Background: an optimization exercise with open tools, aiming at small area and few clock cycles. Do not read the settings as production practice. In this exercise RTL edits were held to simulation tests only and were not proved equivalent to the original.

Setup of JK:
Design ycbcrBlockTop, start of the top module:
module ycbcrBlockTop (
    input  logic        clk,
    input  logic        rst_n,
    input  logic        enable,
    input  logic [63:0] rdData,
    output logic [10:0] rdAddr,
    output logic [10:0] wrAddr,
    output logic [63:0] wrData,
    output logic        wen,
    output logic        valid
);
Size: ~1900 cells after synthesis, about 370 flip-flops, ~160 I/O pins.
export LEC_CHECK = 0
export CAP_MARGIN = 20
export CORE_MARGIN = 2
export CORE_UTILIZATION = 40
export CTS_BUF_LIST = sky130_fd_sc_hd__clkbuf_8
export CTS_CLUSTER_DIAMETER = 60
export CTS_CLUSTER_SIZE = 20
export SLEW_MARGIN = 20
export SYNTH_HIERARCHICAL = 1
export SYNTH_MINIMUM_KEEP_SIZE = 0
create_clock -name core_clock -period 8.0 [get_ports {clk}]
standard.sh (not shown) runs the stock make flow with config.mk's settings and CLKGATE_MAP_FILE= SYNTH_SCRIPT=/design/flow/synth_recipe.tcl, a recipe that flattens the netlist after the stock synthesis.
==> flow/flow/run.sh <==
#!/bin/bash
# The standard layout (standard.sh: standard synthesis, floorplan, place, CTS, route),
# with two changes: the buffers that buffer_ports puts on every input and output port are
# sky130_fd_sc_hd__buf_1 cells instead of the default sky130_fd_sc_hd__clkdlybuf4s50_1, and
# CTS (same buffer list and clustering as config.mk) inserts no dummy loads.
# The whole make output goes to standard_flow.log; ORFS keeps each step's log in orfs/logs.
set -euo pipefail
export BUFFER_PORTS_ARGS="-buffer_cell sky130_fd_sc_hd__buf_1"
export CTS_ARGS="-sink_clustering_enable -repair_clock_nets -sink_clustering_size 20 -sink_clustering_max_diameter 60 -buf_list sky130_fd_sc_hd__clkbuf_8 -dont_use_dummy_load"
bash standard.sh > standard_flow.log 2>&1
JK reached the end of the flow, and the finished layout is clean on the timing, DRC and antenna checks.
Testbench counts of JK, summed over its fixed seeds: cycles 3,336.
#### Input delta (MS over JK)
- setting GPL_TIMING_DRIVEN to 0 for the first time
## What came out
- [MS] number of cells on the critical path rose 1 relative to JK
- Comparing JK and MS, post-placement worst setup slack is lower on MS.
- The termination of the worst setup path comes out wrData[23] in one run and wrData[15] in the other, namely in MS and JK respectively.
- Average routed wire per standard cell (MS vs. JK) increases by a few percent
- Lower slack of the worst reg-to-reg path among JK and MS: MS
#### Input delta (AL over MS)
- removing GPL_TIMING_DRIVEN (formerly 0)
==> flow/flow/run.sh <==
#!/bin/bash
# The standard layout (standard.sh: standard synthesis, floorplan, place, CTS, route),
# with one change: the buffers that buffer_ports puts on every input and output port are
# sky130_fd_sc_hd__buf_1 cells instead of the default sky130_fd_sc_hd__clkdlybuf4s50_1.
# The whole make output goes to standard_flow.log; ORFS keeps each step's log in orfs/logs.
set -euo pipefail
export BUFFER_PORTS_ARGS="-buffer_cell sky130_fd_sc_hd__buf_1"
bash standard.sh > standard_flow.log 2>&1
==> comparison <==
- The final layout from AL, which completed every stage, passed the timing, DRC and antenna checks at the end of the flow.
- Cell total after placement on AL is down relative to MS.
- Comparing AL and MS, the lower buffer share of cell area is on AL.
- The layout filler cell count number comes out lower for MS vs AL.
- Reported for AL and MS, total number of multi-input combinational cells turned out identical to the last digit.
- Comparing AL and MS, area growth from synthesis to final layout is higher on MS.
- met3 usage for AL: 0.22 points up relative to MS
- Against MS, maximum frequency from static timing analysis in AL came out better.
- STATUS wire length: AL wins against MS
- On post-cts sizing count: AL sits below MS.


ycbcrBlockTop, a different RTL version from the one above (not shown whole).
For scale: roughly 1900 cells after synthesis, about 160 I/O pins, roughly 24000 um^2 of cells after synthesis.
export LEC_CHECK = 0
export CAP_MARGIN = 20
export CORE_MARGIN = 2
export CORE_UTILIZATION = 80
export CTS_BUF_LIST = sky130_fd_sc_hd__clkbuf_8
export CTS_CLUSTER_DIAMETER = 60
export CTS_CLUSTER_SIZE = 20
export SLEW_MARGIN = 20
export SYNTH_HIERARCHICAL = 1
export SYNTH_MINIMUM_KEEP_SIZE = 0
create_clock -name core_clock -period 8.0 [get_ports {clk}]
==> flow/flow/run.sh <==
#!/bin/bash
# The standard layout (standard.sh: standard synthesis, floorplan, place, CTS, route),
# with two changes: the buffers that buffer_ports puts on every input and output port are
# sky130_fd_sc_hd__buf_1 cells instead of the default sky130_fd_sc_hd__clkdlybuf4s50_1, and
# CTS (same buffer list and clustering as config.mk) inserts no dummy loads.
# The whole make output goes to standard_flow.log; ORFS keeps each step's log in orfs/logs.
set -euo pipefail
export BUFFER_PORTS_ARGS="-buffer_cell sky130_fd_sc_hd__buf_1"
export CTS_ARGS="-sink_clustering_enable -repair_clock_nets -sink_clustering_size 20 -sink_clustering_max_diameter 60 -buf_list sky130_fd_sc_hd__clkbuf_8 -dont_use_dummy_load"
bash standard.sh > standard_flow.log 2>&1
Testbench counts at the start, summed over its fixed seeds: cycles 3,336.
Next try:
CORE_UTILIZATION = 40   (was 80)
Outcome:
- area after synthesis stays the same
- final area grows by a few percent
- setup slack gets worse by 0.0099 ns
- synthesized cell count does not change
Next try:
CORE_UTILIZATION = 65   (was 40)
Result: The changed run passed the timing, DRC and antenna checks. Cell count went down by 12%. Die area went down by 38%. Area after synthesis stays the same. Via count is about the same. First-iteration DRC count went down by 15%.

what the ideal ports hide:
The results above use ideal ports. As a check the final layouts listed here were re-extracted and re-timed, cells and wires unchanged.
Step 1 sets driving cells, clkbuf_16 on the clock port and buf_2 on the other inputs (assumed; they add their load-dependent delay and slew).
Step 2 times the ports against the registers' clock, not the clock port: input delays grow and output delays shrink by t, the midpoint of the rising clock arrivals with the driver on.
Slacks: ideal ports / drivers / drivers and shift; pairs: ideal ports / drivers.
run	t (ns)	slack for setup (ns)	worst data-port slew with drivers (ns)
JK	0.659	0.239 / 0.189 / 0.324	0.06
MS	0.681	0.075 / 0.020 / 0.284	0.07
AL	0.691	0.237 / 0.188 / 0.341	0.06
the first run of note 2	0.631	0.215 / 0.166 / 0.313	0.05
the second run of note 2	0.669	0.205 / 0.156 / 0.288	0.05
the third run of note 2	0.643	0.167 / 0.117 / 0.299	0.04
After both steps setup and hold are still met in every run listed.
